Background: an optimization exercise with open tools, aiming at small area. Do not read the settings as production practice.
RTL that was checked went through simulation tests only; none was proved equivalent to the original.
Only the layout flow was run in runs 1 and 6 to 8; the RTL was not checked for function there.
No activity file was given, so power comes from the tool's default toggle rates.

==> design/flow/design.v <==
package bus_checker_pkg;
   localparam int ID_W = 8;
   typedef enum logic [1:0] {
      RES_PASS     = 2'd0,
      RES_NO_MATCH = 2'd1,
      RES_MISROUTE = 2'd2,
      RES_BAD_ID   = 2'd3
   } res_code_e;
endpackage
module bus_checker_sb #(
   parameter int DEPTH = 16,
   parameter int KW    = 10
) (
   input  logic [DEPTH-1:0][KW-1:0] key_i,
   input  logic [DEPTH-1:0]         valid_i,
   input  logic [KW-1:0]            srch_key_i,
   input  logic                     srch_ok_i,   
   input  logic                     srch_i,
   input  logic                     dst_ok_i,
   output logic [DEPTH-1:0]         first_o,     
   output logic [DEPTH-1:0]         shift_o,     
   output logic                     found_o,
   output logic                     remove_o
);
   logic [DEPTH-1:0] match, match_pre, hole_pre;
   always_comb begin
      for (int i = 0; i < DEPTH; i++)
         match[i] = valid_i[i] && (key_i[i] == srch_key_i);
      match_pre[0] = match[0];
      hole_pre[0]  = !valid_i[0];
      first_o[0]   = match[0];
      for (int i = 1; i < DEPTH; i++) begin
         match_pre[i] = match_pre[i-1] | match[i];
         hole_pre[i]  = hole_pre[i-1] | !valid_i[i];
         first_o[i]   = match[i] & !match_pre[i-1];
      end
   end
   assign found_o  = srch_ok_i && match_pre[DEPTH-1];
   assign remove_o = srch_i && found_o && dst_ok_i;
   assign shift_o  = remove_o ? match_pre : hole_pre;
endmodule
module bus_checker_rd #(
   parameter int DEPTH = 16,
   parameter int W     = 18
) (
   input  logic [DEPTH-1:0]        sel_i,
   input  logic [DEPTH-1:0][W-1:0] data_i,
   output logic [W-1:0]            data_o
);
   always_comb begin
      data_o = '0;
      for (int i = 0; i < DEPTH; i++)
         data_o = data_o | (data_i[i] & {W{sel_i[i]}});
   end
endmodule
module bus_checker
#(
   parameter int DRVRS   = 4,
   parameter int PCKG_SZ = 16,
   parameter int DEPTH   = 16,
   parameter int TS_W    = 16,
   localparam int SW = $clog2(DRVRS),
   localparam int IW = $clog2(DEPTH),
   localparam int CW = $clog2(DEPTH + 1)
) (
   input  logic               clk,
   input  logic               rst_n,
   input  logic               drv_valid,
   output logic               drv_ready,
   input  logic [SW-1:0]      drv_src,
   input  logic [PCKG_SZ-1:0] drv_data,
   input  logic               mon_valid,
   input  logic [SW-1:0]      mon_dst,
   input  logic [PCKG_SZ-1:0] mon_data,
   output logic               res_valid,
   output logic [1:0]         res_code,
   output logic [SW-1:0]      res_src,
   output logic [PCKG_SZ-1:0] res_data,
   output logic [TS_W-1:0]    res_latency,
   output logic [CW-1:0]      pending,
   output logic [15:0]        pass_cnt,
   output logic [15:0]        fail_cnt
);
   localparam int ID_W = bus_checker_pkg::ID_W;
   localparam int KW   = PCKG_SZ - ID_W + SW;
   logic [DEPTH-1:0][KW-1:0]   key_q;
   logic [DEPTH-1:0][SW-1:0]   src_q;
   logic [DEPTH-1:0][TS_W-1:0] ts_q;
   logic [DEPTH-1:0]           valid_q;
   logic [CW-1:0]              count_q;
   logic [DEPTH-1:0] first, shift;
   logic [DEPTH-1:0][SW+TS_W-1:0] rd_data;
   logic [SW-1:0]      hit_src;
   logic [TS_W-1:0]    hit_ts;
   logic               found, remove;
   logic [TS_W-1:0]    now_q;
   logic               accept, bad_id, push, dst_ok;
   logic               res_valid_q;
   logic [1:0]         res_code_q, res_code_d;
   logic [SW-1:0]      res_src_q;
   logic [PCKG_SZ-1:0] res_data_q;
   logic [TS_W-1:0]    res_ts_q;
   logic [15:0]        pass_q, fail_q, fail_d;
   logic               mon_fail;
   assign drv_ready = !count_q[CW-1];
   assign accept    = drv_valid && drv_ready;
   assign bad_id    = accept && (drv_data[PCKG_SZ-1 -: ID_W-SW] != '0);
   assign push      = accept && !bad_id;
   assign dst_ok    = mon_data[PCKG_SZ-ID_W +: SW] == mon_dst;
   bus_checker_sb #(
      .DEPTH (DEPTH),
      .KW    (KW)
   ) u_srch (
      .key_i      (key_q),
      .valid_i    (valid_q),
      .srch_key_i (mon_data[KW-1:0]),
      .srch_ok_i  (mon_data[PCKG_SZ-1 -: ID_W-SW] == '0),
      .srch_i     (mon_valid),
      .dst_ok_i   (dst_ok),
      .first_o    (first),
      .shift_o    (shift),
      .found_o    (found),
      .remove_o   (remove)
   );
   always_comb
      for (int i = 0; i < DEPTH; i++)
         rd_data[i] = {src_q[i], ts_q[i]};
   bus_checker_rd #(
      .DEPTH (DEPTH),
      .W     (SW + TS_W)
   ) u_rd (
      .sel_i  (first),
      .data_i (rd_data),
      .data_o ({hit_src, hit_ts})
   );
   always_ff @(posedge clk or negedge rst_n) begin
      if (!rst_n) begin
         valid_q <= '0;
         count_q <= '0;
      end else begin
         for (int i = 0; i < DEPTH - 1; i++)
            if (shift[i]) valid_q[i] <= valid_q[i+1];
         if (shift[DEPTH-1]) valid_q[DEPTH-1] <= push;
         count_q <= count_q + CW'(push) - CW'(remove);
      end
   end
   always_ff @(posedge clk) begin
      for (int i = 0; i < DEPTH - 1; i++)
         if (shift[i]) begin
            key_q[i] <= key_q[i+1];
            src_q[i] <= src_q[i+1];
            ts_q[i]  <= ts_q[i+1];
         end
      if (shift[DEPTH-1]) begin
         key_q[DEPTH-1] <= drv_data[KW-1:0];
         src_q[DEPTH-1] <= drv_src;
         ts_q[DEPTH-1]  <= ~now_q;
      end
   end
   always_comb begin
      if (!mon_valid)  res_code_d = bus_checker_pkg::RES_BAD_ID;
      else if (remove) res_code_d = bus_checker_pkg::RES_PASS;
      else if (found)  res_code_d = bus_checker_pkg::RES_MISROUTE;
      else             res_code_d = bus_checker_pkg::RES_NO_MATCH;
   end
   assign mon_fail = mon_valid && !remove;
   logic [TS_W-1:0] now_d;
   logic [TS_W:0]   now_c;
   logic [15:0]     pass_d, fail_s;
   logic [16:0]     pass_c, fail_c;
   logic            pass_inc;
   assign now_c[0] = 1'b1;
   for (genvar i = 0; i < TS_W; i++) begin : g_now
      assign now_d[i]   = now_q[i] ^ now_c[i];
      assign now_c[i+1] = now_q[i] & now_c[i];
   end
   assign pass_inc  = remove && !(&pass_q);
   assign pass_c[0] = pass_inc;
   for (genvar i = 0; i < 16; i++) begin : g_pass
      assign pass_d[i]   = pass_q[i] ^ pass_c[i];
      assign pass_c[i+1] = pass_q[i] & pass_c[i];
   end
   assign fail_s[0]  = fail_q[0] ^ mon_fail ^ bad_id;
   assign fail_c[0]  = 1'b0;
   assign fail_c[1]  = (fail_q[0] & mon_fail) | (fail_q[0] & bad_id) | (mon_fail & bad_id);
   for (genvar i = 1; i < 16; i++) begin : g_fail
      assign fail_s[i]   = fail_q[i] ^ fail_c[i];
      assign fail_c[i+1] = fail_q[i] & fail_c[i];
   end
   assign fail_d = fail_c[16] ? 16'hFFFF : fail_s;
   always_ff @(posedge clk or negedge rst_n) begin
      if (!rst_n) begin
         res_valid_q <= 1'b0;
         pass_q      <= '0;
         fail_q      <= '0;
      end else begin
         res_valid_q <= mon_valid || bad_id;
         pass_q      <= pass_d;
         fail_q      <= fail_d;
      end
   end
   always_ff @(posedge clk) begin
      now_q      <= now_d;
      res_code_q <= res_code_d;
      res_src_q  <= remove ? hit_src : '0;
      res_ts_q   <= hit_ts;
      res_data_q <= mon_valid ? mon_data : drv_data;
   end
   logic [TS_W-1:0] lat_s;
   logic [TS_W:0]   lat_c;
   assign lat_c[0] = 1'b0;
   for (genvar i = 0; i < TS_W; i++) begin : g_lat
      assign lat_s[i]   = now_q[i] ^ res_ts_q[i] ^ lat_c[i];
      assign lat_c[i+1] = (now_q[i] & res_ts_q[i]) | (lat_c[i] & (now_q[i] ^ res_ts_q[i]));
   end
   assign res_latency = res_code_q == bus_checker_pkg::RES_PASS ? lat_s : '0;
   assign pending     = count_q;
   assign res_valid   = res_valid_q;
   assign res_code    = res_code_q;
   assign res_src     = res_src_q;
   assign res_data    = res_data_q;
   assign pass_cnt    = pass_q;
   assign fail_cnt    = fail_q;
endmodule
==> design/flow/flow/run.sh <==
#!/bin/bash
# Standard layout with three changes: plain buf_1 port buffers (the resizer still
# upsizes them where needed), no CTS dummy loads, and larger clkbuf_8 leaf clusters.
set -euo pipefail
bash standard.sh \
  "BUFFER_PORTS_ARGS=-buffer_cell sky130_fd_sc_hd__buf_1" \
  "CTS_ARGS=-sink_clustering_enable -repair_clock_nets -dont_use_dummy_load -buf_list sky130_fd_sc_hd__clkbuf_8 -sink_clustering_size 16 -sink_clustering_max_diameter 50" \
  finish > standard_flow.log 2>&1
==> design/flow/standard.sh <==
#!/bin/bash
# synth_recipe.tcl (not shown) runs the flow's synth.tcl, then flattens the netlist and writes it again
# the make line also repeats each setting of config.mk as NAME=value (left out here)
make -C /OpenROAD-flow-scripts/flow DESIGN_CONFIG=/design/flow/config.mk WORK_HOME=/design/flow/orfs CLKGATE_MAP_FILE= SYNTH_SCRIPT=/design/flow/synth_recipe.tcl "${@:-finish}"
==> design/flow/config.mk <==
export PLATFORM = sky130hd
export DESIGN_NAME = bus_checker
export DESIGN_NICKNAME = bus_checker
export VERILOG_FILES = /design/flow/design.v
export SDC_FILE = /design/flow/constraint.sdc
export NUM_CORES = 4
export LEC_CHECK = 0
export CAP_MARGIN = 20
export CORE_MARGIN = 2
export CORE_UTILIZATION = 40
export SLEW_MARGIN = 20
export SYNTH_HIERARCHICAL = 1
==> design/flow/constraint.sdc <==
create_clock -name core_clock -period 10.0 [get_ports {clk}]
set_input_delay 2.0000 -clock core_clock [delete_from_list [all_inputs] [get_ports {clk}]]
set_output_delay 2.0000 -clock core_clock [all_outputs]
set_load 0.01 [all_outputs]
==> results of run 1 <==
[final timing paths]
kind	slack, ps	endpoint	cells after the start	start
worst max-delay path	690	res_latency[15]	22	now_q[0]
worst min-delay path	420	ts_q[176]	0	ts_q[192]
worst max register to register	4120	fail_q[14]	26	key_q[27]
worst min register to register	420	ts_q[176]	0	ts_q[192]
max in group asynchronous	7990	valid_q[3]	2	rst_n
min in group asynchronous	1490	count_q[1]	2	rst_n
[through the flow]
step	setup slack, ps	hold WS (ps)	instance area [um2]	total power, uW
after floorplan	1930	387	22100	2810
final	694	417	24000	3970
after CTS	676	411	24000	4010
after detailed placement	1380	415	23300	2880
after global placement	1450	412	23300	2880
after global routing	384	419	24000	4110
[flip-flops by register name, summed over array words and instances (netlist names)]
register	flops
res_data_q	16
pass_q	16
now_q	16
fail_q	16
res_valid_q	1
valid_q	16
res_code_q	2
src_q	32
ts_q	256
count_q	5
key_q	160
res_ts_q	16
res_src_q	2
[layout by cell type, fill, tap and decap left out, types with 3 or more instances in the layout]
cell | synthesis | final
edfxtp_1 | 448 | 448
xnor2_1 | 160 | 160
buf_1 | 2 | 113
a22o_1 | 72 | 72
a221oi_1 | 71 | 71
nand4_1 | 66 | 66
dfrtp_1 | 54 | 54
dfxtp_1 | 52 | 52
inv_1 | 49 | 49
ha_1 | 49 | 49
clkbuf_8 | 0 | 48
buf_4 | 0 | 47
mux2_2 | 36 | 36
nor2_1 | 32 | 31
nand3_1 | 26 | 25
nand2b_1 | 17 | 17
fa_1 | 16 | 16
nand2_1 | 13 | 13
nor3_1 | 13 | 12
xor2_1 | 10 | 10
or3_1 | 10 | 10
and2_1 | 7 | 7
and3_1 | 5 | 5
mux2i_4 | 0 | 4
a21oi_1 | 3 | 3
[layout make-up]
cell class	instances	area share [%]
inverters	49	0.767
repair buffers	163	3.49
flip-flops and latches	554	66.0
well taps	704	3.67
clock buffers	48	2.75
multi-input cells	643	23.3
[synth_stat cells (7+ instances only)]
library cell,count
buf_12,9
nand2_1,13
nand4_1,66
buf_2,11
xnor2_1,160
nor2_1,32
edfxtp_1,448
nor3_1,13
and2_1,7
nand2b_1,17
nand3_1,26
a221oi_1,71
dfxtp_1,52
dfrtp_1,54
ha_1,49
buf_6,25
a22o_1,72
mux2_2,36
xor2_1,10
inv_1,49
or3_1,10
fa_1,16
[power groups by stage]
| stage | Clock (uW) | Combinational [uW] | Sequential, uW |
|---|---|---|---|
| final | 1140 | 238 | 2590 |
| after global routing | 1240 | 267 | 2600 |
| after CTS | 1170 | 243 | 2590 |
| after detailed placement | 0 | 242 | 2640 |
| after global placement | 0 | 238 | 2640 |
| after floorplan | 0 | 161 | 2650 |
[cell families (layout without fill, tap and decap cells)]
group                      after synthesis  count (layout)  share of synthesized area [%]
DFF                                    554             554                           71.7
muxes                                   42              42                           2.13
and+or+nand+nor                        207             207                           5.38
buffers and inverters                  108             260                           3.62
AOI/OAI and AO/OA                      159             159                           6.24
adders and majority gates               65              65                           4.22
xor gates and xnor gates               170             170                           6.73
[per-layer routing]
metal	up-vias	part of all wire [%]	GRT usage [%]
met2	447	49	31.7
met4	0	2.0	4.98
met1	6076	41	23.5
li1	5264	-	-
met3	74	7.4	3.93
met5	-	0	0
[worst register-to-register path, delay by kind of cell (launching register included)]
kind / cells / cell delay, ps
buffers and inverters: 2 / 420
XOR/XNOR: 1 / 200
flip-flops: 1 / 410
AND/OR/NAND/NOR: 7 / 1710
adder cells (fa/ha/maj): 15 / 2360
AO/OA/AOI/OAI: 1 / 710
==> run notes, run 1 <==
* Final-stage net count at 1564
* Max-capacitance violation count at 0
* Required time reported for the critical path endpoint at 8000 ps
* Cts hold-fix bufs at 0
* Count of final setup violators at 0
* Part of the power in the clock network at 28.7%
* Total number of yosys warnings at 9
* H-tree Lvls at 2
* HPWL after DPL at 33300 um
* Number of clock sinks at 554
* Comb power frac at 6.0%
* Vias per Instance at 5.49
* Clock transition at the registers of the reported paths at 100 ps
* I/O pin count at 115
* Clock latency reported for the late side of the worst-skew pair at 670 ps
* Number of search-and-repair iterations in the first detailed-routing pass at 5
* Number of I/O port buffers at 114
* CTS resizes at 0
* Layout overhead on the synthesized area at 8.53%
* Power density normalized to cell area at 165 mW/mm2
* Predominant post-synthesis flop cell: edfxtp_1
* Fraction of layout cells with a size suffix above 1 at 10.9%
* Remaining Overflow, GRT at 0
* Post-synth EDFFs at 448
* Fillcell total at 4852
* Share of Yosys cell area claimed by the top area cell type at 60.9%
* Setup repair after global routing missed its margin: false
* Via count of the routed design at 11900
* Number of cell rows at 86
* # placed instances at 2113
* Inserted Diodes at 0
* Standby leakage power at 0.00922 uW
* WL per Instance at 24.0 um
* Mapped cell area at 0.0221 mm2
* CTS tree: yes
* Die width at 239 um
* Slew @ Worst Pin at 1130 ps
* Sequential fraction of the synthesis area at 71.7%
* Final wirelength at 51900 um
* CTS Root Cell: clkbuf_8
* Util after Layout at 43.7%
* Biggest area contributors in the synthesized netlist: edfxtp_1 61%, xnor2_1 6.3%, dfrtp_1 6.1%
* Number of standard cells in the final layout excluding fillers at 2161
* Cell with the largest stage delay on the worst path: fa_1
* Sequence of cells on the critical path: ha_1, inv_1, fa_1, fa_1, fa_1, fa_1, fa_1, fa_1, fa_1, fa_1, fa_1, fa_1, fa_1, fa_1, inv_1, fa_1, inv_1, fa_1, xnor2_1, xnor2_1, nor2_1, buf_1
* Pin count of the biggest net entering global routing at 55
* Worst path buffer plus inverter count at 4
* Setup skew after layout at 84.3 ps
* Tmin final at 9310 ps
* Worst path top cell family by delay: adder cells
* Number of synthesized register bits at 554
* Switching power at 883 uW
* All-layer global routing usage at 18.4%
* Pins over their slew limit at 0
* Startpoint type of the worst setup path: flip-flop
* Storage element area at 0.0158 mm2
* Mapped Nets at 1410
* Maximum VDD drop at 0.143 mV
* Distinct cell type count after synthesis at 52
* Number of standard cells after synthesis at 1305
* Post-CTS Setup Inserts at 0
* First DRT Iteration DRCs at 981
* Status: complete, no violations
* Worst hold path type: flip-flop to flip-flop
* Async S/R FF share, synth at 9.75%
* Wire length of the first global-routing pass at 77500 um
* Largest stage delay on the critical path at 470 ps
* Number of hold-slack violations in the final timing report at 0
* Setup TNS Final at 0 ps
* Internal cell power at 3080 uW
* Peak clock frequency supported by timing at 107 MHz
* DIE HEIGHT at 239 um
* Share of the clock period used by the worst path at 93.1%
* Core area at 0.0549 mm2
* Global placer's final weighted congestion at 0.784
* Avg Synthesized Cell Area at 16.9 um2
* Max Root-Sink Buffers at 3
* Part of the power in registers at 65.3%
* Floorplan die area at 0.0572 mm2
* Number of global-route vias before repair at 12600
* Multi-input gate area in the final layout at 0.00559 mm2
* Cell type contributing the most total cell area after synthesis: edfxtp_1
* Most Frequent Cell on Critical Path: fa_1
* Critical path endpoint category: primary output
* Starting density of the core at 40.3%
* Data arrival time of the worst path at 7310 ps
* Post-DRT Antenna Nets at 0
* Post-detailed-route DRC marker count at 0
* Initial antenna violation count at 0
* Inserted Clock Buffers at 48
* Type of the worst setup path: flip-flop to primary output
* Slew HR at 24.8%
* Switching power share of the total at 22.3%
* Critical path fanouts, max at 3
==> run 2, diff against run 1 <==
--- a/design/flow/design.v
+++ b/design/flow/design.v
@@ -192,2 +192,3 @@
       if (!rst_n) begin
+         now_q       <= '0;
          res_valid_q <= 1'b0;
@@ -196,2 +197,3 @@
       end else begin
+         now_q       <= now_d;
          res_valid_q <= mon_valid || bad_id;
@@ -202,3 +204,2 @@
    always_ff @(posedge clk) begin
-      now_q      <= now_d;
       res_code_q <= res_code_d;
--- a/design/flow/config.mk
+++ b/design/flow/config.mk
@@ -10,2 +10,3 @@
 export CORE_UTILIZATION = 40
+export GPL_TIMING_DRIVEN = 0
 export SLEW_MARGIN = 20
==> run 2 against run 1 <==
Compared with the run above:
- register-to-register slack lost 260 ps
- synthesized cell count is the same
- worst hold slack lost 39 ps
- sequential share of layout area shrank 1.8 points
- sequential power is essentially flat
- via count grew 3.1%
- highest routed layer unchanged
- largest cell class unchanged
==> run notes, run 2 <==
* Global placer's final weighted congestion at 0.793
* Most used cells in the layout excluding fill and tap cells: 448 x edfxtp_1, 160 x xnor2_1, 115 x buf_1
* Number of global-route vias before repair at 12600
* Top reg by flops: ts_q
* Slew @ Worst Pin at 1110 ps
* Number of search-and-repair iterations in the first detailed-routing pass at 5
* Peak clock frequency supported by timing at 105 MHz
* Wire length on met1 at 21900 um
* Maximum VDD drop at 0.0936 mV
* Pin count of the biggest net entering global routing at 30
* Tmin final at 9540 ps
* Post-synth EDFFs at 448
* Logic depth of the worst register-to-register path at 29
* Most frequent cell after synthesis: edfxtp_1
* Layout overhead on the synthesized area at 11.8%
* All-layer global routing usage at 18.5%
* First DRT Iteration DRCs at 1167
* Post-detailed-route DRC marker count at 0
* Hold worst-path end: src_q[1]
* Inserted Clock Buffers at 51
* Wire length of the first global-routing pass at 77600 um
* Predominant post-synthesis flop cell: edfxtp_1
* Mapped Nets at 1410
* Most Frequent Cell on Critical Path: fa_1
* WL per Instance at 23.5 um
* Met3 WL post-DR at 4330 um
* Setup repair after global routing missed its margin: false
* Vias per Instance at 5.46
* Avg Synthesized Cell Area at 17.0 um2
* Critical path fanouts, max at 3
* Clock transition at the registers of the reported paths at 100 ps
* Share of Yosys cell area claimed by the top area cell type at 60.6%
* Count of final setup violators at 0
* Slew HR at 26.3%
* CTS Root Cell: clkbuf_8
* Setup TNS Final at 0 ps
* Final wirelength at 52700 um
* Sequential fraction of the synthesis area at 71.8%
* Min-Delay Path Depth at 0
* Most frequent standard cell in the layout excluding fill and tap cells: edfxtp_1
* Worst path buffer plus inverter count at 4
* Biggest area contributors in the synthesized netlist: edfxtp_1 61%, dfrtp_1 7.9%, xnor2_1 6.3%
* I/O pin count at 115
* Placed cell areas at 0.0241 mm2
* Worst path top cell family by delay: adder cells
* Floorplan die area at 0.0574 mm2
* Via count of the routed design at 12200
* Total number of yosys warnings at 9
* Standby leakage power at 0.00870 uW
* Max FFs per register at 256
* Final-stage net count at 1598
* Highest metal layer with signal wires: met4
* Cts hold-fix bufs at 0
* Inserted Diodes at 0
* Mapped cell area at 0.0222 mm2
* Reg2Reg Capture Point: fail_q[11]
* Remaining Overflow, GRT at 0
* Max-capacitance violation count at 0
* Async S/R FF share, synth at 12.6%
* Share of the clock period used by the worst path at 95.4%
* Type of the worst setup path: flip-flop to primary output
* Status: complete, no violations
* Core area at 0.0550 mm2
* Hold Startpoint: src_q[3]
* Launching point of the worst reg2reg path: key_q[18]
* CTS resizes at 0
* Number of synthesized register bits at 554
* Total non-filler cell area in the finished layout at 0.0248 mm2
* Initial antenna violation count at 0
* Cell type contributing the most total cell area after synthesis: edfxtp_1
* Number of cell rows at 86
* Startpoint type of the worst setup path: flip-flop
* Required time reported for the critical path endpoint at 8000 ps
* Largest stage delay on the critical path at 470 ps
* Cell with the largest stage delay on the worst path: fa_1
* Minimum setup slack among reg-to-reg paths at 3860 ps
* Data arrival time of the worst path at 7540 ps
* Commonest cells in the netlist: 448 x edfxtp_1, 160 x xnor2_1, 72 x a22o_1
* Worst hold path type: flip-flop to flip-flop
* Number of hold-slack violations in the final timing report at 0
* Post-CTS Setup Inserts at 0
* Clock latency reported for the late side of the worst-skew pair at 710 ps
* Starting density of the core at 40.4%
* Max Root-Sink Buffers at 3
* DIE HEIGHT at 240 um
* Post-DRT Antenna Nets at 0
* H-tree Lvls at 2
* Distinct cell type count after synthesis at 52
* Length of routed met2 wiring at 25400 um
* Critical path endpoint category: primary output
* Number of I/O port buffers at 114
* CTS tree: yes
* Pins over their slew limit at 0
* Number of clock sinks at 554
* Sequence of cells on the critical path: ha_1, inv_1, fa_1, fa_1, fa_1, fa_1, fa_1, fa_1, fa_1, fa_1, fa_1, fa_1, fa_1, fa_1, inv_1, fa_1, inv_1, fa_1, xnor2_1, xnor2_1, nor2_1, buf_1
* Power density normalized to cell area at 162 mW/mm2
* Fraction of layout cells with a size suffix above 1 at 12.0%
* Number of standard cells after synthesis at 1305
* Leading registers by flop count: ts_q: 256 flops, key_q: 160 flops, src_q: 32 flops
* HPWL after DPL at 35800 um
* Setup skew after layout at 144 ps
* Die width at 240 um
* Worst hold slack after final layout at 378 ps
## run 2: cell types whose count changed after synthesis
cell | before | now
dfxtp_1 | 52 | 36
dfrtp_1 | 54 | 70
## run 2: where the power goes
part	internal, uW	total (uW)	switching, uW
Combinational	119	252	133
Sequential	2550	2590	45.3
Clock	453	1170	717
Total	3120	4010	896
## run 2: how the worst max path moves through the flow
stage | startpoint | end | slack (ps) | cells after the start
2_1_floorplan | now_q[0] | res_latency[15] | 1910 | 21
3_3_place_gp | now_q[0] | res_latency[15] | 1270 | 22
3_5_place_dp | now_q[0] | res_latency[15] | 1220 | 22
4_1_cts | now_q[0] | res_latency[15] | 450 | 22
5_1_grt | now_q[0] | res_latency[15] | 180 | 22
6_report | now_q[0] | res_latency[15] | 460 | 22
## run 2: layout make-up
cell class / count / area [um2]
Clock buffer: 51 / 702
Sequential cell: 554 / 15900
Fill cell: 4817 / 30200
Buffer: 59 / 617
Inverter: 49 / 184
Multi-Input combinational cell: 643 / 5580
Timing Repair Buffer: 135 / 856
Tap cell: 748 / 936
## run 2: logic make-up (layout without fill, tap and decap cells)
kind of cell | count (synthesis) | in the layout | synth area share, %
simple gates | 207 | 207 | 5.36
compound gates | 159 | 159 | 6.21
buf+inv | 108 | 294 | 3.61
xor+xnor | 170 | 170 | 6.71
mux | 42 | 42 | 2.12
fa+ha+maj | 65 | 65 | 4.21
flops | 554 | 554 | 71.8
## run 2: worst register-to-register path: cells and delay by family, from the launching register on
family / cells / cell delay [ps]
simple gates: 7 / 1460
flops: 1 / 410
compound gates: 1 / 150
xor+xnor: 1 / 160
fa+ha+maj: 15 / 2720
buf+inv: 5 / 1170
## run 2: through the flow
stage / setup WS [ps] / std cells / utilization [%] / power [uW]
4_1_cts: 446 / 2239 / 45.1 / 4050
5_1_grt: 185 / 2239 / 45.1 / 4160
3_5_place_dp: 1220 / 2188 / 43.8 / 2900
6_report: 462 / 2239 / 45.1 / 4010
2_1_floorplan: 1910 / 1305 / - / 2810
3_3_place_gp: 1270 / 2167 / 42.8 / 2890
## run 2: metal layers
metal / vias to the layer above / global-route usage, %
met5: - / 0
met4: 0 / 5.32
met3: 86 / 3.53
met2: 583 / 30.6
met1: 6216 / 24.9
li1: 5348 / -
==> run 3, diff against run 2 <==
--- a/design/flow/config.mk
+++ b/design/flow/config.mk
@@ -10,2 +10,3 @@
 export CORE_UTILIZATION = 40
+export GPL_ROUTABILITY_DRIVEN = 0
 export GPL_TIMING_DRIVEN = 0
==> run 3 against run 2 <==
Compared with the run above:
- via count unchanged
- clock skew did not move
- register-to-register slack about the same
- final cell count did not move
- global-route usage is the same
- setup slack unchanged
- combinational power about the same
- sequential share of layout area did not move
- core utilization unchanged
- flip-flop and latch count is the same
- clock-buffer cell count is the same
- cell area did not move
==> run notes, run 3 <==
* Util after Layout at 45.1%
* Number of standard cells after synthesis at 1305
* Floorplan die area at 0.0574 mm2
* Max Root-Sink Buffers at 3
* Number of standard cells in the final layout excluding fillers at 2239
* Total number of yosys warnings at 9
* Avg Synthesized Cell Area at 17.0 um2
* Inserted Diodes at 0
* Predominant post-synthesis flop cell: edfxtp_1
* Mapped Nets at 1410
* Top reg by flops: ts_q
* Count of final setup violators at 0
* Peak clock frequency supported by timing at 105 MHz
* Number of clock sinks at 554
* CTS tree: yes
* Core area at 0.0550 mm2
* Post-synth EDFFs at 448
* Layout overhead on the synthesized area at 11.8%
* Standby leakage power at 0.00870 uW
* Total non-filler cell area in the finished layout at 0.0248 mm2
* Clock transition at the registers of the reported paths at 100 ps
* Number of global-route vias before repair at 12600
* Number of I/O port buffers at 114
* H-tree Lvls at 2
* Most frequent cell after synthesis: edfxtp_1
* HPWL after DPL at 35800 um
* Fraction of layout cells with a size suffix above 1 at 12.0%
* Post-CTS Setup Inserts at 0
* Tmin final at 9540 ps
* Post-detailed-route DRC marker count at 0
* Placed cell areas at 0.0241 mm2
* Maximum VDD drop at 0.0936 mV
* Cts hold-fix bufs at 0
* Setup TNS Final at 0 ps
* Min-Delay Path Depth at 0
* Final wirelength at 52700 um
* CTS Root Cell: clkbuf_8
* Commonest cells in the netlist: 448 x edfxtp_1, 160 x xnor2_1, 72 x a22o_1
* Slew @ Worst Pin at 1110 ps
* Status: complete, no violations
* Critical path fanouts, max at 3
* Die width at 240 um
* Number of cell rows at 86
* Required time reported for the critical path endpoint at 8000 ps
* I/O pin count at 115
* Wire length of the first global-routing pass at 77600 um
* Number of hold-slack violations in the final timing report at 0
* Startpoint type of the worst setup path: flip-flop
* DIE HEIGHT at 240 um
* Most frequent standard cell in the layout excluding fill and tap cells: edfxtp_1
* Type of the worst setup path: flip-flop to primary output
* Remaining Overflow, GRT at 0
* Max FFs per register at 256
* Power density normalized to cell area at 162 mW/mm2
* All-layer global routing usage at 18.5%
* # placed instances at 2188
* Starting density of the core at 40.4%
* Sequential fraction of the synthesis area at 71.8%
* Setup repair after global routing missed its margin: false
* Critical path endpoint category: primary output
* Final-stage net count at 1598
* Distinct cell type count after synthesis at 52
* Pins over their slew limit at 0
* Clock latency reported for the late side of the worst-skew pair at 710 ps
* Share of Yosys cell area claimed by the top area cell type at 60.6%
* Post-DRT Antenna Nets at 0
* Vias per Instance at 5.46
* First DRT Iteration DRCs at 1167
* Pin count of the biggest net entering global routing at 30
* Setup skew after layout at 144 ps
* Async S/R FF share, synth at 12.6%
* CTS resizes at 0
* Initial antenna violation count at 0
* Cell type contributing the most total cell area after synthesis: edfxtp_1
* Data arrival time of the worst path at 7540 ps
* Via count of the routed design at 12200
* Leading registers by flop count: ts_q: 256 flops, key_q: 160 flops, src_q: 32 flops
* Number of search-and-repair iterations in the first detailed-routing pass at 5
* Biggest area contributors in the synthesized netlist: edfxtp_1 61%, dfrtp_1 7.9%, xnor2_1 6.3%
* Most used cells in the layout excluding fill and tap cells: 448 x edfxtp_1, 160 x xnor2_1, 115 x buf_1
* Max-capacitance violation count at 0
* Logic depth of the worst register-to-register path at 29
* Share of the clock period used by the worst path at 95.4%
* Mapped cell area at 0.0222 mm2
* Slew HR at 26.3%
* Worst hold path type: flip-flop to flip-flop
* Inserted Clock Buffers at 51
* Number of synthesized register bits at 554
* Power after layout at 4010 uW
* WL per Instance at 23.5 um
[run 3: final cells by class]
cell class                 instances  area [um2]
fill                            4817       30200
sequential                       554       15900
multi-input combinational        643        5580
tap                              748         936
timing repair buffer             135         856
clock buffer                      51         702
buffer                            59         617
inverter                          49         184
[run 3: cell families after synthesis]
family | Yosys count | synth area share, %
flip-flops | 554 | 71.8
AND/OR/NAND/NOR | 207 | 5.36
XOR/XNOR | 170 | 6.71
AO/OA/AOI/OAI | 159 | 6.21
buffers and inverters | 108 | 3.61
adder cells (fa/ha/maj) | 65 | 4.21
multiplexers | 42 | 2.12
[run 3: path summary, 6_finish.rpt]
| kind | slack [ps] | end | from |
|---|---|---|---|
| max in group asynchronous | 8100 | valid_q[0] | rst_n |
| setup reg to reg | 3860 | fail_q[11] | key_q[18] |
| min in group asynchronous | 1240 | pass_q[0] | rst_n |
| hold / removal | 380 | src_q[1] | src_q[3] |
| hold reg to reg | 380 | src_q[1] | src_q[3] |
| setup / recovery | 460 | res_latency[15] | now_q[0] |
[run 3: power breakdown]
part / total, uW / leakage [uW] / switching [uW] / internal, uW
sequential: 2590 / 0.00555 / 45.3 / 2550
combinational: 252 / 0.00279 / 133 / 119
clock: 1170 / 0.000367 / 717 / 453
[run 3: metrics by stage]
step	worst slack (ps)	hold slack, ps
floorplan	1910	427
global route	185	391
finish	462	378
CTS	446	384
detailed placement	1220	435
global placement	1270	430
[run 3: routing by layer]
metal	vias to the layer above	part of all wire (%)	wire length [um]	track usage, %
li1	5348	-	-	-
met1	6216	41	21900	24.9
met2	583	48	25400	30.6
met3	86	8.2	4330	3.53
met4	0	2.1	1090	5.32
met5	-	0	0	0
[run 3: critical path, stage by stage (launching register included)]
cell     delay [ps]
dfrtp_1         390
ha_1            150
inv_1            40
fa_1            400
fa_1            410
fa_1            440
fa_1            470
fa_1            440
fa_1            440
fa_1            420
fa_1            440
fa_1            420
fa_1            390
fa_1            380
fa_1            380
inv_1            80
fa_1            150
inv_1            40
fa_1            400
xnor2_1         160
xnor2_1         130
nor2_1          100
buf_1           170
==> run 4, diff against run 3 <==
--- a/design/flow/config.mk
+++ b/design/flow/config.mk
@@ -10,4 +10,2 @@
 export CORE_UTILIZATION = 40
-export GPL_ROUTABILITY_DRIVEN = 0
-export GPL_TIMING_DRIVEN = 0
 export SLEW_MARGIN = 20
==> run 4 against run 3 <==
Compared with the run above:
- first-iteration DRC count is 17% lower
- routed wire length is 4.0% lower
- cell area is 3.1% lower
- global-route usage is 0.70 points lower
- final cell count is 1.9% lower
- sequential power hardly changed
- clock power is 4% lower
- die area stayed put
- largest cell class unchanged
==> run notes, run 4 <==
* Number of I/O port buffers at 114
* Slew HR at 26.7%
* Maximum VDD drop at 0.117 mV
* Wire length of the first global-routing pass at 75300 um
* Status: complete, no violations
* Share of Yosys cell area claimed by the top area cell type at 60.6%
* Data arrival time of the worst path at 7350 ps
* Placed cell areas at 0.0234 mm2
* Inserted Diodes at 0
* Total non-filler cell area in the finished layout at 0.0240 mm2
* Global placer's final weighted congestion at 0.780
* CTS resizes at 0
* Synthesized-area fraction occupied by xor and xnor cells at 6.71%
* Biggest area contributors in the synthesized netlist: edfxtp_1 61%, dfrtp_1 7.9%, xnor2_1 6.3%
* Starting density of the core at 40.4%
* First DRT Iteration DRCs at 973
* Critical path endpoint category: primary output
* Power after layout at 3950 uW
* Predominant post-synthesis flop cell: edfxtp_1
* Startpoint type of the worst setup path: flip-flop
* Via count of the routed design at 11900
* Clock latency reported for the late side of the worst-skew pair at 650 ps
* Total number of yosys warnings at 9
* Share of the clock period used by the worst path at 93.5%
* Number of hold-slack violations in the final timing report at 0
* Fillcell total at 4858
* Async S/R FF share, synth at 12.6%
* Most frequent cell after synthesis: edfxtp_1
* Post-layout worst setup margin at 651 ps
* Mapped Nets at 1410
* Post-DRT Antenna Nets at 0
* Inserted Clock Buffers at 47
* Slew @ Worst Pin at 1100 ps
* Pin count of the biggest net entering global routing at 71
* Floorplan die area at 0.0574 mm2
* Clock transition at the registers of the reported paths at 100 ps
* Core area at 0.0550 mm2
* DIE HEIGHT at 240 um
* Number of global-route vias before repair at 12400
* Leading registers by flop count: ts_q: 256 flops, key_q: 160 flops, src_q: 32 flops
* Max Root-Sink Buffers at 3
* Simple-gate area share of the yosys netlist at 5.36%
* Post-detailed-route DRC marker count at 0
* Setup TNS Final at 0 ps
* Final wirelength at 50600 um
* HPWL after DPL at 31800 um
* Multiplexer share of the synthesized area at 2.12%
* WL per Instance at 23.0 um
* Number of search-and-repair iterations in the first detailed-routing pass at 7
* Combinational family with the most area after synthesis: XOR/XNOR gates
* Number of synthesized register bits at 554
* Tmin final at 9350 ps
* Post-CTS Setup Inserts at 0
* Most frequent standard cell in the layout excluding fill and tap cells: edfxtp_1
* CTS tree: yes
* Util after Layout at 43.7%
* Pins over their slew limit at 0
* Max FFs per register at 256
* Cts hold-fix bufs at 0
* Mapped cell area at 0.0222 mm2
* Count of final setup violators at 0
* All-layer global routing usage at 17.8%
* Layout overhead on the synthesized area at 8.29%
* Number of standard cells after synthesis at 1305
* Most used cells in the layout excluding fill and tap cells: 448 x edfxtp_1, 160 x xnor2_1, 113 x buf_1
* Type of the worst setup path: flip-flop to primary output
* Required time reported for the critical path endpoint at 8000 ps
* Remaining Overflow, GRT at 0
* I/O pin count at 115
* Commonest cells in the netlist: 448 x edfxtp_1, 160 x xnor2_1, 72 x a22o_1
* Top reg by flops: ts_q
* Worst slack after detailed placement at 1310 ps
* Post-synthesis compound-gate area fraction at 6.21%
* Die width at 240 um
* Number of clock sinks at 554
* Adder and majority cell fraction of the synthesized area at 4.21%
* Post-synth EDFFs at 448
* Number of cell rows at 86
* Initial antenna violation count at 1
* Power density normalized to cell area at 164 mW/mm2
* Setup repair after global routing missed its margin: false
* Setup skew after layout at 67.1 ps
* H-tree Lvls at 2
* Fraction of layout cells with a size suffix above 1 at 10.4%
* Final-stage net count at 1556
* Vias per Instance at 5.41
* Peak clock frequency supported by timing at 107 MHz
* Standby leakage power at 0.00833 uW
* Critical path fanouts, max at 3
* CTS Root Cell: clkbuf_8
* Sequential fraction of the synthesis area at 71.8%
* Avg Synthesized Cell Area at 17.0 um2
* Cell type contributing the most total cell area after synthesis: edfxtp_1
* Max-capacitance violation count at 0
* Distinct cell type count after synthesis at 52
* Worst hold path type: flip-flop to flip-flop
==> run 4: cell counts after synthesis <==
Identical to the previous run, type by type.
==> run 4: final timing paths <==
check	startpoint	to	depth (start not counted)	slack, ps
max	now_q[0]	res_latency[15]	22	650
min	key_q[153]	key_q[143]	0	410
max reg2reg	key_q[14]	fail_q[7]	28	4180
min reg2reg	key_q[153]	key_q[143]	0	410
max in group asynchronous	rst_n	valid_q[8]	1	7810
min in group asynchronous	rst_n	pass_q[1]	1	1520
==> run 4: critical path: stages, from the launching register on <==
cell,delay [ps]
dfrtp_1,380
ha_1,160
inv_1,50
fa_1,380
fa_1,420
fa_1,400
fa_1,460
fa_1,410
fa_1,410
fa_1,400
fa_1,400
fa_1,450
fa_1,420
fa_1,390
fa_1,360
inv_1,70
fa_1,160
inv_1,50
fa_1,370
xnor2_1,180
xnor2_1,150
nor2_1,60
buf_1,160
==> run 4: stage by stage <==
step,hold WS (ps),cells
final,407,2197
after global routing,425,2197
after CTS,402,2196
after detailed placement,434,2149
after global placement,430,2149
after floorplan,427,1305
==> run 4: logic make-up (layout without fill, tap and decap cells) <==
logic type               count (synthesis)  after routing
AO/OA/AOI/OAI                          159            159
AND/OR/NAND/NOR                        207            207
flip-flops                             554            554
XOR/XNOR                               170            170
adder cells (fa/ha/maj)                 65             65
buffers and inverters                  108            252
multiplexers                            42             42
==> run 4: layout make-up <==
type	count	area (um2)	area share [%]
Timing Repair Buffer	156	751	3.12
Tap cell	748	936	3.90
Multi-Input combinational cell	643	5580	23.2
Clock buffer	47	647	2.69
Inverter	49	184	0.766
Sequential cell	554	15900	66.3
==> run 4: power breakdown <==
part	internal (uW)	switching, uW	leakage, uW
Sequential	2540	44.5	0.00555
Combinational	110	130	0.00244
Clock	420	699	0.000338
Total	3070	874	0.00833
==> run 4: routing by layer <==
layer  wire length [um]  track usage (%)
met1              20900             22.9
met2              24500             29.9
met3               3880             3.98
met4               1370             5.61
met5                  0                0
==> run 5, diff against run 4 <==
==> design/flow/flow/run.sh (replaced) <==
#!/bin/bash
# Standard layout with three changes: plain buf_1 port buffers (the resizer still
# upsizes them where needed), no CTS dummy loads, and larger clkbuf_8 leaf clusters.
set -euo pipefail
bash standard.sh \
  "BUFFER_PORTS_ARGS=-buffer_cell sky130_fd_sc_hd__buf_1" \
  "CTS_ARGS=-sink_clustering_enable -repair_clock_nets -dont_use_dummy_load -buf_list sky130_fd_sc_hd__clkbuf_4 -sink_clustering_size 10 -sink_clustering_max_diameter 40" \
  finish > standard_flow.log 2>&1
==> run 5 against run 4 <==
Compared with the run above:
- die area is the same
- non-clock buffer count is the same
- first-iteration DRC count shrank 1.2%
- sequential power is essentially flat
- final cell count grew 1.4%
- fmax shrank 1.9%
- critical path depth is the same
- via count grew 1.6%
- register-to-register slack gained 30 ps
- clock skew grew 57 ps
==> run notes, run 5 <==
* Status: complete, no violations
* Multiplexer share of the synthesized area at 2.12%
* Number of clock sinks at 554
* Mapped Nets at 1410
* Standby leakage power at 0.00834 uW
* Mapped cell area at 0.0222 mm2
* Util after Layout at 43.6%
* Clock transition at the registers of the reported paths at 100 ps
* Biggest area contributors in the synthesized netlist: edfxtp_1 61%, dfrtp_1 7.9%, xnor2_1 6.3%
* Maximum VDD drop at 0.120 mV
* CTS tree: yes
* Global placer's final weighted congestion at 0.780
* DIE HEIGHT at 240 um
* Sequential fraction of the synthesis area at 71.8%
* All-layer global routing usage at 18.0%
* Remaining Overflow, GRT at 0
* Startpoint type of the worst setup path: flip-flop
* Power density normalized to cell area at 163 mW/mm2
* CTS Root Cell: clkbuf_4
* Slew HR at 26.9%
* WL per Instance at 22.8 um
* Wire length of the first global-routing pass at 75800 um
* Clock latency reported for the late side of the worst-skew pair at 830 ps
* Post-detailed-route DRC marker count at 0
* Critical path fanouts, max at 3
* Share of the clock period used by the worst path at 95.3%
* Commonest cells in the netlist: 448 x edfxtp_1, 160 x xnor2_1, 72 x a22o_1
* Final-stage net count at 1585
* Most used cells in the layout excluding fill and tap cells: 448 x edfxtp_1, 160 x xnor2_1, 113 x buf_1
* Initial antenna violation count at 1
* Count of final setup violators at 0
* Adder and majority cell fraction of the synthesized area at 4.21%
* Predominant post-synthesis flop cell: edfxtp_1
* Leading registers by flop count: ts_q: 256 flops, key_q: 160 flops, src_q: 32 flops
* Data arrival time of the worst path at 7530 ps
* Pins over their slew limit at 0
* Core area at 0.0550 mm2
* Post-layout worst setup margin at 470 ps
* Critical path endpoint category: primary output
* Layout overhead on the synthesized area at 7.97%
* Number of I/O port buffers at 114
* First DRT Iteration DRCs at 961
* Number of search-and-repair iterations in the first detailed-routing pass at 5
* Number of standard cells after synthesis at 1305
* Power after layout at 3890 uW
* CTS resizes at 0
* Peak clock frequency supported by timing at 105 MHz
* Most frequent cell after synthesis: edfxtp_1
* Max Root-Sink Buffers at 3
* Combinational family with the most area after synthesis: XOR/XNOR gates
* Total number of yosys warnings at 9
* Worst slack after detailed placement at 1310 ps
* Cell type contributing the most total cell area after synthesis: edfxtp_1
* Type of the worst setup path: flip-flop to primary output
* Max-capacitance violation count at 0
* Most frequent standard cell in the layout excluding fill and tap cells: edfxtp_1
* HPWL after DPL at 31800 um
* Floorplan die area at 0.0574 mm2
* Share of Yosys cell area claimed by the top area cell type at 60.6%
* Pin count of the biggest net entering global routing at 71
* Synthesized-area fraction occupied by xor and xnor cells at 6.71%
* Setup TNS Final at 0 ps
* Slew @ Worst Pin at 1100 ps
* Post-CTS Setup Inserts at 0
* Post-DRT Antenna Nets at 0
* Avg Synthesized Cell Area at 17.0 um2
* Number of synthesized register bits at 554
* Required time reported for the critical path endpoint at 8000 ps
* Setup repair after global routing missed its margin: false
* Die width at 240 um
* Final wirelength at 50800 um
* Simple-gate area share of the yosys netlist at 5.36%
* Number of hold-slack violations in the final timing report at 0
* H-tree Lvls at 3
* Inserted Clock Buffers at 76
* Max FFs per register at 256
* Starting density of the core at 40.4%
* Number of cell rows at 86
* Fraction of layout cells with a size suffix above 1 at 12.1%
* Worst hold path type: flip-flop to flip-flop
* Top reg by flops: ts_q
* Distinct cell type count after synthesis at 52
* Tmin final at 9530 ps
* Via count of the routed design at 12100
* Post-synth EDFFs at 448
* Worst hold slack after final layout at 390 ps
* Post-synthesis compound-gate area fraction at 6.21%
* Setup skew after layout at 124 ps
* Async S/R FF share, synth at 12.6%
* Number of global-route vias before repair at 12600
* I/O pin count at 115
* Vias per Instance at 5.41
* Cts hold-fix bufs at 0
run 5: cell types whose count changed in the layout (fill, tap and decap cells not counted):
cell	delta
clkbuf_8	-47
diode_2	+2
clkbuf_4	+76
run 5: worst max-delay path, cell delays in order, from the launching register on:
cell and delay, ps:
dfrtp_1 390, ha_1 160, inv_1 50, fa_1 380, fa_1 420, fa_1 400, fa_1 460, fa_1 410
fa_1 410, fa_1 400, fa_1 400, fa_1 450, fa_1 420, fa_1 390, fa_1 360, inv_1 70
fa_1 160, inv_1 50, fa_1 370, xnor2_1 190, xnor2_1 150, nor2_1 60, buf_1 160
run 5: layout make-up:
cell class / count / area (um2)
sequential: 554 / 15900
clock buffer: 76 / 571
multi-input combinational: 643 / 5580
antenna: 2 / 5.00
inverter: 49 / 184
fill: 4911 / 31000
timing repair buffer: 156 / 751
tap: 748 / 936
run 5: where the power goes:
| group | total [uW] | internal, uW | switching (uW) |
|---|---|---|---|
| clock | 1060 | 350 | 714 |
| sequential | 2590 | 2540 | 44.9 |
| combinational | 240 | 110 | 130 |
run 5: logic make-up (layout without fill, tap and decap cells):
group / count (synthesis) / count (layout)
AO/OA/AOI/OAI: 159 / 159
XOR/XNOR: 170 / 170
adder cells (fa/ha/maj): 65 / 65
buffers and inverters: 108 / 281
flip-flops: 554 / 554
multiplexers: 42 / 42
other: 0 / 2
AND/OR/NAND/NOR: 207 / 207
run 5: per-stage QoR:
stage	cells	cell area, um2
4_1_cts	2225	23900
2_1_floorplan	1305	22200
3_3_place_gp	2149	23400
3_5_place_dp	2149	23400
6_report	2228	24000
5_1_grt	2228	24000
run 5: final timing paths:
| path | from | to | slack, ps | depth (start not counted) |
|---|---|---|---|---|
| min in group asynchronous | rst_n | now_q[6] | 1350 | 1 |
| max in group asynchronous | rst_n | valid_q[4] | 7920 | 1 |
| setup reg to reg | key_q[14] | fail_q[7] | 4210 | 28 |
| hold reg to reg | ts_q[207] | ts_q[191] | 390 | 0 |
| hold / removal | ts_q[207] | ts_q[191] | 390 | 0 |
| setup / recovery | now_q[0] | res_latency[15] | 470 | 22 |
run 5: layer usage:
| layer | up-vias | GRT usage [%] | routed length (um) |
|---|---|---|---|
| li1 | 5340 | - | - |
| met1 | 6112 | 22.8 | 20700 |
| met2 | 510 | 29.8 | 24500 |
| met3 | 99 | 4.23 | 4110 |
| met4 | 0 | 7.01 | 1480 |
| met5 | - | 0 | 0 |
==> run 6, diff against run 5 <==
--- a/design/flow/design.v
+++ b/design/flow/design.v
@@ -25,5 +25,12 @@
    logic [DEPTH-1:0] match, match_pre, hole_pre;
+   bus_checker_cmp #(
+      .DEPTH (DEPTH),
+      .KW    (KW)
+   ) u_cmp (
+      .key_i      (key_i),
+      .valid_i    (valid_i),
+      .srch_key_i (srch_key_i),
+      .match_o    (match)
+   );
    always_comb begin
-      for (int i = 0; i < DEPTH; i++)
-         match[i] = valid_i[i] && (key_i[i] == srch_key_i);
       match_pre[0] = match[0];
@@ -54,2 +61,15 @@
    end
+endmodule
+module bus_checker_cmp #(
+   parameter int DEPTH = 16,
+   parameter int KW    = 10
+) (
+   input  logic [DEPTH-1:0][KW-1:0] key_i,
+   input  logic [DEPTH-1:0]         valid_i,
+   input  logic [KW-1:0]            srch_key_i,
+   output logic [DEPTH-1:0]         match_o
+);
+   always_comb
+      for (int i = 0; i < DEPTH; i++)
+         match_o[i] = valid_i[i] && (key_i[i] == srch_key_i);
 endmodule
@@ -192,3 +212,2 @@
       if (!rst_n) begin
-         now_q       <= '0;
          res_valid_q <= 1'b0;
@@ -197,3 +216,2 @@
       end else begin
-         now_q       <= now_d;
          res_valid_q <= mon_valid || bad_id;
@@ -204,2 +222,3 @@
    always_ff @(posedge clk) begin
+      now_q      <= now_d;
       res_code_q <= res_code_d;
==> run 6 against run 5 <==
Compared with the run above:
- sequential share of layout area is 0.065 points higher
- combinational power fell by 5%
- synthesized cell count shrank 1.1%
- power down 0.79%
- first-iteration DRC count decreased by 4.9%
- clock-buffer cell count down 5
- core utilization is 0.091 points lower
- die area down 0.63%
- largest cell class unchanged
- highest routed layer unchanged
==> run notes, run 6 <==
* Share of the clock period used by the worst path at 94.7%
* Die width at 239 um
* Worst hold slack after final layout at 402 ps
* Remaining Overflow, GRT at 0
* Tmin final at 9470 ps
* Fraction of layout cells with a size suffix above 1 at 12.6%
* Core area at 0.0548 mm2
* Cell type contributing the most total cell area after synthesis: edfxtp_1
* Count of final setup violators at 0
* Avg Synthesized Cell Area at 17.1 um2
* Final wirelength at 51200 um
* First DRT Iteration DRCs at 914
* Fillcell total at 4798
* DIE HEIGHT at 239 um
* Predominant post-synthesis flop cell: edfxtp_1
* Post-synth EDFFs at 448
* Critical path fanouts, max at 3
* Type of the worst setup path: flip-flop to primary output
* Number of cell rows at 86
* Number of standard cells in the final layout excluding fillers at 2163
* Most used cells in the layout excluding fill and tap cells: 448 x edfxtp_1, 165 x xnor2_1, 113 x buf_1
* Power density normalized to cell area at 162 mW/mm2
* Initial antenna violation count at 1
* Standby leakage power at 0.00912 uW
* Slew @ Worst Pin at 1240 ps
* Clock latency reported for the late side of the worst-skew pair at 840 ps
* Required time reported for the critical path endpoint at 8000 ps
* Max Root-Sink Buffers at 3
* Setup skew after layout at 114 ps
* Most frequent cell after synthesis: edfxtp_1
* Leading registers by flop count: ts_q: 256 flops, key_q: 160 flops, src_q: 32 flops
* Cts hold-fix bufs at 0
* Top reg by flops: ts_q
* WL per Instance at 23.7 um
* I/O pin count at 115
* CTS tree: yes
* Total non-filler cell area in the finished layout at 0.0238 mm2
* Worst hold path type: flip-flop to flip-flop
* Via count of the routed design at 12000
* Maximum VDD drop at 0.120 mV
* H-tree Lvls at 3
* Most frequent standard cell in the layout excluding fill and tap cells: edfxtp_1
* Multi-input gate area in the final layout at 0.00564 mm2
* Floorplan die area at 0.0570 mm2
* Data arrival time of the worst path at 7470 ps
* Startpoint type of the worst setup path: flip-flop
* Post-detailed-route DRC marker count at 0
* Final-stage net count at 1565
* Slew HR at 17.0%
* Number of standard cells after synthesis at 1291
* Starting density of the core at 40.2%
* Number of clock sinks at 554
* Max-capacitance violation count at 0
* Number of synthesized register bits at 554
* Storage element area at 0.0158 mm2
* Vias per Instance at 5.55
* Inserted Clock Buffers at 71
* CTS resizes at 0
* Mapped Nets at 1396
* Pins over their slew limit at 0
* HPWL after DPL at 31700 um
* Mapped cell area at 0.0220 mm2
* Clock transition at the registers of the reported paths at 90 ps
* Setup TNS Final at 0 ps
* Commonest cells in the netlist: 448 x edfxtp_1, 165 x xnor2_1, 73 x a22o_1
* Biggest area contributors in the synthesized netlist: edfxtp_1 61%, xnor2_1 6.6%, dfrtp_1 6.1%
* Post-CTS Setup Inserts at 0
* Critical path endpoint category: primary output
* CTS Root Cell: clkbuf_4
* Distinct cell type count after synthesis at 50
* Peak clock frequency supported by timing at 106 MHz
* Number of search-and-repair iterations in the first detailed-routing pass at 5
* Number of hold-slack violations in the final timing report at 0
* Global placer's final weighted congestion at 0.763
* Status: complete, no violations
* Number of global-route vias before repair at 12600
* Max FFs per register at 256
* Sequential fraction of the synthesis area at 71.9%
* # placed instances at 2090
* Async S/R FF share, synth at 9.75%
* Post-DRT Antenna Nets at 0
* Share of Yosys cell area claimed by the top area cell type at 61.0%
* Number of I/O port buffers at 114
* Setup repair after global routing missed its margin: false
* Wire length of the first global-routing pass at 77100 um
* Pin count of the biggest net entering global routing at 55
* All-layer global routing usage at 18.2%
* Placed cell areas at 0.0233 mm2
* Layout overhead on the synthesized area at 8.01%
* Total number of yosys warnings at 10
* Power after layout at 3860 uW
[run 6: layout make-up]
type                    count  area share, %
repair buffers            154           3.08
flip-flops and latches    554           66.5
clock buffers              71           2.24
inverters                  48          0.757
diodes                      1         0.0105
well taps                 704           3.70
multi-input cells         631           23.7
[run 6: metrics by stage]
stage                     setup slack [ps]  util, %
after floorplan                       1930        -
after global placement                1400     42.5
after detailed placement              1340     42.5
after CTS                              451     43.5
after global routing                   152     43.5
final                                  525     43.5
[run 6: cell families (layout without fill, tap and decap cells)]
group                      after synthesis  after routing  share of synthesized area (%)
adders and majority gates               65             65                           4.23
xor gates and xnor gates               170            170                           6.75
muxes                                   40             40                           2.00
other                                    0              1                              0
and+or+nand+nor                        193            193                           5.41
buffers and inverters                  106            273                           3.35
DFF                                    554            554                           71.9
AOI/OAI and AO/OA                      163            163                           6.37
[run 6: path summary, 6_finish.rpt]
check	from	endpoint	slack, ps	depth (start not counted)
worst max-delay path	now_q[0]	res_latency[15]	530	22
worst min-delay path	ts_q[244]	ts_q[228]	400	0
worst max register to register	key_q[17]	fail_q[8]	4210	26
worst min register to register	ts_q[244]	ts_q[228]	400	0
max in group asynchronous	rst_n	valid_q[0]	8170	2
min in group asynchronous	rst_n	pass_q[5]	1290	2
[run 6: power by group]
part / internal, uW / switching (uW) / leakage (uW) / total, uW
clock network: 328 / 715 / 0.000327 / 1040
registers: 2540 / 47.4 / 0.00635 / 2590
logic: 108 / 120 / 0.00245 / 227
total: 2980 / 882 / 0.00912 / 3860
[run 6: critical path, cell delays in order (launching register included)]
cell and delay [ps]:
dfxtp_1 360, ha_1 160, inv_1 50, fa_1 390, fa_1 400, fa_1 400, fa_1 470, fa_1 420
fa_1 410, fa_1 470, fa_1 410, fa_1 400, fa_1 390, fa_1 390, fa_1 370, inv_1 70
fa_1 150, inv_1 50, fa_1 370, xnor2_1 150, xnor2_1 130, nor2_1 130, buf_1 170
[run 6: metal layers]
| layer | wire length, um | GRT usage, % |
|---|---|---|
| met1 | 20300 | 22.5 |
| met4 | 982 | 6.21 |
| met5 | 0 | 0 |
| met2 | 25600 | 30.9 |
| met3 | 4280 | 4.80 |
==> run 7, diff against run 6 <==
==> design/flow/flow/run.sh (replaced) <==
#!/bin/bash
# Standard layout with three changes: plain buf_1 port buffers (the resizer still
# upsizes them where needed), no CTS dummy loads, and larger clkbuf_8 leaf clusters.
set -euo pipefail
bash standard.sh \
  "BUFFER_PORTS_ARGS=-buffer_cell sky130_fd_sc_hd__buf_1" \
  "CTS_ARGS=-sink_clustering_enable -repair_clock_nets -dont_use_dummy_load -buf_list sky130_fd_sc_hd__clkbuf_4 -sink_clustering_size 8 -sink_clustering_max_diameter 35" \
  finish > standard_flow.log 2>&1
==> run 7 against run 6 <==
Compared with the run above:
- register-to-register slack hardly changed
- largest power group unchanged
- critical endpoint unchanged
- clock power is 8% higher
- flip-flop and latch count stayed put
- die area stayed put
- setup slack worse by 27 ps
- critical path type unchanged
==> run notes, run 7 <==
* Clock latency reported for the late side of the worst-skew pair at 830 ps
* Number of synthesized register bits at 554
* Pin count of the biggest net entering global routing at 55
* WL per Instance at 23.5 um
* Part of the power in the clock network at 28.5%
* Status: complete, no violations
* Number of standard cells after synthesis at 1291
* Number of global-route vias before repair at 12700
* Sequence of cells on the critical path: ha_1, inv_1, fa_1, fa_1, fa_1, fa_1, fa_1, fa_1, fa_1, fa_1, fa_1, fa_1, fa_1, fa_1, inv_1, fa_1, inv_1, fa_1, xnor2_1, xnor2_1, nor2_1, buf_1
* Setup skew after layout at 69.6 ps
* Critical path fanouts, max at 3
* Most used cells in the layout excluding fill and tap cells: 448 x edfxtp_1, 165 x xnor2_1, 113 x buf_1
* Mapped Nets at 1396
* Part of the power in registers at 65.7%
* Remaining Overflow, GRT at 0
* Worst path top cell family by delay: adder cells
* Starting density of the core at 40.2%
* Worst path buffer plus inverter count at 4
* Peak clock frequency supported by timing at 105 MHz
* CTS Root Cell: clkbuf_4
* Number of cell rows at 86
* Comb power frac at 5.8%
* Via count of the routed design at 12000
* Final-stage net count at 1581
* Placed cell areas at 0.0233 mm2
* Fraction of layout cells with a size suffix above 1 at 13.5%
* Maximum VDD drop at 0.135 mV
* Max Root-Sink Buffers at 3
* H-tree Lvls at 3
* Most frequent cell after synthesis: edfxtp_1
* Slew HR at 19.7%
* Biggest area contributors in the synthesized netlist: edfxtp_1 61%, xnor2_1 6.6%, dfrtp_1 6.1%
* Standby leakage power at 0.00919 uW
* Core area at 0.0548 mm2
* Initial antenna violation count at 1
* I/O pin count at 115
* Share of the clock period used by the worst path at 95.0%
* Post-synth EDFFs at 448
* Vias per Instance at 5.53
* Slew @ Worst Pin at 1200 ps
* Minimum setup slack among reg-to-reg paths at 4220 ps
* Data arrival time of the worst path at 7500 ps
* Number of hold-slack violations in the final timing report at 0
* Largest stage delay on the critical path at 470 ps
* Post-DRT Antenna Nets at 0
* Total non-filler cell area in the finished layout at 0.0239 mm2
* Tmin final at 9500 ps
* Min-Delay Path Depth at 0
* Hold Startpoint: ts_q[53]
* Pins over their slew limit at 0
* Required time reported for the critical path endpoint at 8000 ps
* Max FFs per register at 256
* Reg2Reg Capture Point: fail_q[0]
* All-layer global routing usage at 18.2%
* Layout overhead on the synthesized area at 8.56%
* Wire length of the first global-routing pass at 77000 um
* Type of the worst setup path: flip-flop to primary output
* Predominant post-synthesis flop cell: edfxtp_1
* Switching power at 892 uW
* CTS resizes at 0
* Mapped cell area at 0.0220 mm2
* Cell with the largest stage delay on the worst path: fa_1
* Internal cell power at 3050 uW
* Top reg by flops: ts_q
* Switching power share of the total at 22.6%
* Worst hold slack after final layout at 418 ps
* First DRT Iteration DRCs at 946
* Leading registers by flop count: ts_q: 256 flops, key_q: 160 flops, src_q: 32 flops
* HPWL after DPL at 31700 um
* Number of search-and-repair iterations in the first detailed-routing pass at 5
* Inserted Clock Buffers at 87
* Launching point of the worst reg2reg path: key_q[17]
* Most frequent standard cell in the layout excluding fill and tap cells: edfxtp_1
* Distinct cell type count after synthesis at 50
* Share of Yosys cell area claimed by the top area cell type at 61.0%
* Power density normalized to cell area at 165 mW/mm2
* Setup TNS Final at 0 ps
* Post-CTS Setup Inserts at 0
* Floorplan die area at 0.0570 mm2
* Number of I/O port buffers at 114
* CTS tree: yes
* Clock transition at the registers of the reported paths at 90 ps
* Setup repair after global routing missed its margin: false
* Final wirelength at 51200 um
* Post-detailed-route DRC marker count at 0
* Async S/R FF share, synth at 9.75%
* Sequential fraction of the synthesis area at 71.9%
* Commonest cells in the netlist: 448 x edfxtp_1, 165 x xnor2_1, 73 x a22o_1
* Logic depth of the worst register-to-register path at 26
* Global placer's final weighted congestion at 0.763
* Die width at 239 um
* DIE HEIGHT at 239 um
* Most Frequent Cell on Critical Path: fa_1
* Count of final setup violators at 0
* Number of clock sinks at 554
* Startpoint type of the worst setup path: flip-flop
* Fillcell total at 4808
* Avg Synthesized Cell Area at 17.1 um2
* Cts hold-fix bufs at 0
* Total number of yosys warnings at 10
* Max-capacitance violation count at 0
* Critical path endpoint category: primary output
* Worst hold path type: flip-flop to flip-flop
* Hold worst-path end: ts_q[37]
* Cell type contributing the most total cell area after synthesis: edfxtp_1
==> run 7: cell counts after synthesis <==
No cell type changed its count.
==> run 7: area by class of cell <==
| type | count | area (um2) | area share [%] |
|---|---|---|---|
| clock buffer | 87 | 653 | 2.73 |
| timing repair buffer | 154 | 733 | 3.06 |
| inverter | 48 | 180 | 0.753 |
| antenna | 1 | 2.50 | 0.0105 |
| multi-input combinational | 631 | 5640 | 23.6 |
| sequential | 554 | 15800 | 66.2 |
| tap | 704 | 881 | 3.68 |
==> run 7: cells by family (layout without fill, tap and decap cells) <==
kind of cell    count (synthesis)  in the layout  share of synthesized area, %
mux                            40             40                          2.00
simple gates                  193            193                          5.41
xor+xnor                      170            170                          6.75
buf+inv                       106            289                          3.35
compound gates                163            163                          6.37
other cells                     0              1                             0
flops                         554            554                          71.9
fa+ha+maj                      65             65                          4.23
==> run 7: worst max path at each step <==
stage | start | end | slack (ps) | depth (start not counted)
detailed placement | now_q[0] | res_latency[15] | 1340 | 22
CTS | now_q[0] | res_latency[15] | 450 | 22
global placement | now_q[0] | res_latency[15] | 1400 | 22
global route | now_q[0] | res_latency[15] | 150 | 22
floorplan | now_q[0] | res_latency[15] | 1930 | 21
finish | now_q[0] | res_latency[15] | 500 | 22
==> run 7: metal layers <==
metal  wire length (um)  track usage (%)  up-vias
met2              25600             31.1      492
met4               1030             6.23        2
met5                104             1.39        -
met3               4010             4.52       84
met1              20500             22.4     6150
li1                   -                -     5314
==> run 7: power by group through the flow <==
| stage | Combinational [uW] | Sequential (uW) | Clock (uW) |
|---|---|---|---|
| after global placement | 225 | 2640 | 0 |
| after floorplan | 155 | 2650 | 0 |
| after global routing | 257 | 2600 | 1250 |
| after detailed placement | 231 | 2640 | 0 |
| final | 227 | 2590 | 1120 |
| after CTS | 233 | 2590 | 1170 |
==> run 7: per-stage QoR <==
| stage | cells | power (uW) | worst slack [ps] | util [%] |
|---|---|---|---|---|
| 3_3_place_gp | 2090 | 2860 | 1400 | 42.5 |
| 5_1_grt | 2179 | 4110 | 148 | 43.7 |
| 3_5_place_dp | 2090 | 2870 | 1340 | 42.5 |
| 4_1_cts | 2177 | 3990 | 453 | 43.7 |
| 2_1_floorplan | 1291 | 2800 | 1930 | - |
| 6_report | 2179 | 3940 | 499 | 43.7 |
==> run 8, diff against run 7 <==
==> design/flow/flow/run.sh (replaced) <==
#!/bin/bash
# Standard layout with three changes: plain buf_1 port buffers (the resizer still
# upsizes them where needed), no CTS dummy loads, and larger clkbuf_8 leaf clusters.
set -euo pipefail
bash standard.sh \
  "BUFFER_PORTS_ARGS=-buffer_cell sky130_fd_sc_hd__buf_1" \
  "CTS_ARGS=-sink_clustering_enable -repair_clock_nets -dont_use_dummy_load -buf_list {sky130_fd_sc_hd__clkbuf_4 sky130_fd_sc_hd__clkbuf_8} -sink_clustering_size 10 -sink_clustering_max_diameter 40" \
  finish > standard_flow.log 2>&1
==> run 8 against run 7 <==
Compared with the run above:
- highest routed layer is now met4
- flip-flop and latch count unchanged
- power increased by 6.8%
- sequential power is essentially flat
- critical path depth stayed put
- critical path type unchanged
- synthesized cell count did not move
==> run notes, run 8 <==
* Layout overhead on the synthesized area at 10.0%
* Minimum setup slack among reg-to-reg paths at 4240 ps
* Number of hold-slack violations in the final timing report at 0
* Avg Synthesized Cell Area at 17.1 um2
* Number of cell rows at 86
* Power density normalized to cell area at 174 mW/mm2
* Fraction of layout cells with a size suffix above 1 at 12.6%
* CTS resizes at 0
* Predominant post-synthesis flop cell: edfxtp_1
* Remaining Overflow, GRT at 0
* Critical path endpoint category: primary output
* Number of synthesized register bits at 554
* H-tree Lvls at 3
* Type of the worst setup path: flip-flop to primary output
* Synthesized-area fraction occupied by xor and xnor cells at 6.75%
* Share of Yosys cell area claimed by the top area cell type at 61.0%
* Startpoint type of the worst setup path: flip-flop
* Die width at 239 um
* Most frequent cell after synthesis: edfxtp_1
* Vias per Instance at 5.51
* Met3 WL post-DR at 4000 um
* Post-CTS Setup Inserts at 0
* Async S/R FF share, synth at 9.75%
* Leading registers by flop count: ts_q: 256 flops, key_q: 160 flops, src_q: 32 flops
* Number of I/O port buffers at 114
* Slew HR at 21.4%
* Worst slack after detailed placement at 1340 ps
* Top reg by flops: ts_q
* Storage element area at 0.0158 mm2
* I/O pin count at 115
* Standby leakage power at 0.00930 uW
* Combinational family with the most area after synthesis: XOR/XNOR gates
* Post-detailed-route DRC marker count at 0
* Slew @ Worst Pin at 1180 ps
* Setup TNS Final at 0 ps
* Maximum VDD drop at 0.122 mV
* Tmin final at 9320 ps
* Mapped cell area at 0.0220 mm2
* CTS Root Cell: clkbuf_8
* All-layer global routing usage at 18.2%
* Core area at 0.0548 mm2
* Post-layout worst setup margin at 685 ps
* Placed cell areas at 0.0233 mm2
* Floorplan die area at 0.0570 mm2
* Peak clock frequency supported by timing at 107 MHz
* Number of standard cells after synthesis at 1291
* Adder and majority cell fraction of the synthesized area at 4.23%
* Total number of yosys warnings at 10
* Post-synthesis compound-gate area fraction at 6.37%
* Final-stage net count at 1565
* Number of search-and-repair iterations in the first detailed-routing pass at 7
* Most frequent standard cell in the layout excluding fill and tap cells: edfxtp_1
* Setup repair after global routing missed its margin: false
* Commonest cells in the netlist: 448 x edfxtp_1, 165 x xnor2_1, 73 x a22o_1
* # placed instances at 2090
* Post-DRT Antenna Nets at 0
* Cell type contributing the most total cell area after synthesis: edfxtp_1
* Number of standard cells in the final layout excluding fillers at 2162
* Inserted Diodes at 0
* Multiplexer share of the synthesized area at 2.00%
* Inserted Clock Buffers at 71
* Global placer's final weighted congestion at 0.763
* Count of final setup violators at 0
* Status: complete, no violations
* Worst hold path type: flip-flop to flip-flop
* Starting density of the core at 40.2%
* Clock transition at the registers of the reported paths at 60 ps
* Max-capacitance violation count at 0
* WL per Instance at 23.7 um
* Max Root-Sink Buffers at 3
* HPWL after DPL at 31700 um
[run 8: final cells by class]
| type | count | share of cell area (%) |
|---|---|---|
| sequential | 554 | 65.3 |
| tap | 704 | 3.63 |
| timing repair buffer | 154 | 3.02 |
| multi-input combinational | 631 | 23.2 |
| inverter | 48 | 0.743 |
| clock buffer | 71 | 4.03 |
[run 8: metal layers]
metal  up-vias  track usage, %
met5         -               0
met4         0            6.44
met3        83            4.79
met2       476            31.3
met1      6108            22.3
li1       5244               -
[run 8: critical path, cell delays in order (launching register included)]
cell and delay, ps:
dfxtp_1 350, ha_1 160, inv_1 50, fa_1 390
fa_1 400, fa_1 400, fa_1 470, fa_1 420
fa_1 410, fa_1 460, fa_1 410, fa_1 400
fa_1 390, fa_1 390, fa_1 370, inv_1 70
fa_1 150, inv_1 50, fa_1 370, xnor2_1 150
xnor2_1 130, nor2_1 140, buf_1 170
[run 8: power breakdown]
| group | switching (uW) | internal, uW | total, uW |
|---|---|---|---|
| Combinational | 120 | 108 | 228 |
| Sequential | 47.3 | 2550 | 2590 |
| Clock | 759 | 630 | 1390 |
| Total | 927 | 3280 | 4210 |
[run 8: final timing paths]
path	from	end	cells after the start
worst max-delay path	now_q[0]	res_latency[15]	22
worst min-delay path	ts_q[244]	ts_q[228]	0
worst max register to register	key_q[17]	fail_q[0]	26
worst min register to register	ts_q[244]	ts_q[228]	0
max in group asynchronous	rst_n	valid_q[0]	2
min in group asynchronous	rst_n	pass_q[1]	2
[run 8: cells by family (layout without fill, tap and decap cells)]
family	Yosys count	in the layout
adder cells (fa/ha/maj)	65	65
flip-flops	554	554
XOR/XNOR	170	170
AND/OR/NAND/NOR	193	193
buffers and inverters	106	273
multiplexers	40	40
AO/OA/AOI/OAI	163	163
[run 8: metrics by stage]
stage | hold slack [ps] | power (uW) | utilization (%)
5_1_grt | 432 | 4370 | 44.3
6_report | 420 | 4210 | 44.3
3_5_place_dp | 422 | 2870 | 42.5
2_1_floorplan | 387 | 2800 | -
3_3_place_gp | 406 | 2860 | 42.5
4_1_cts | 424 | 4260 | 44.3
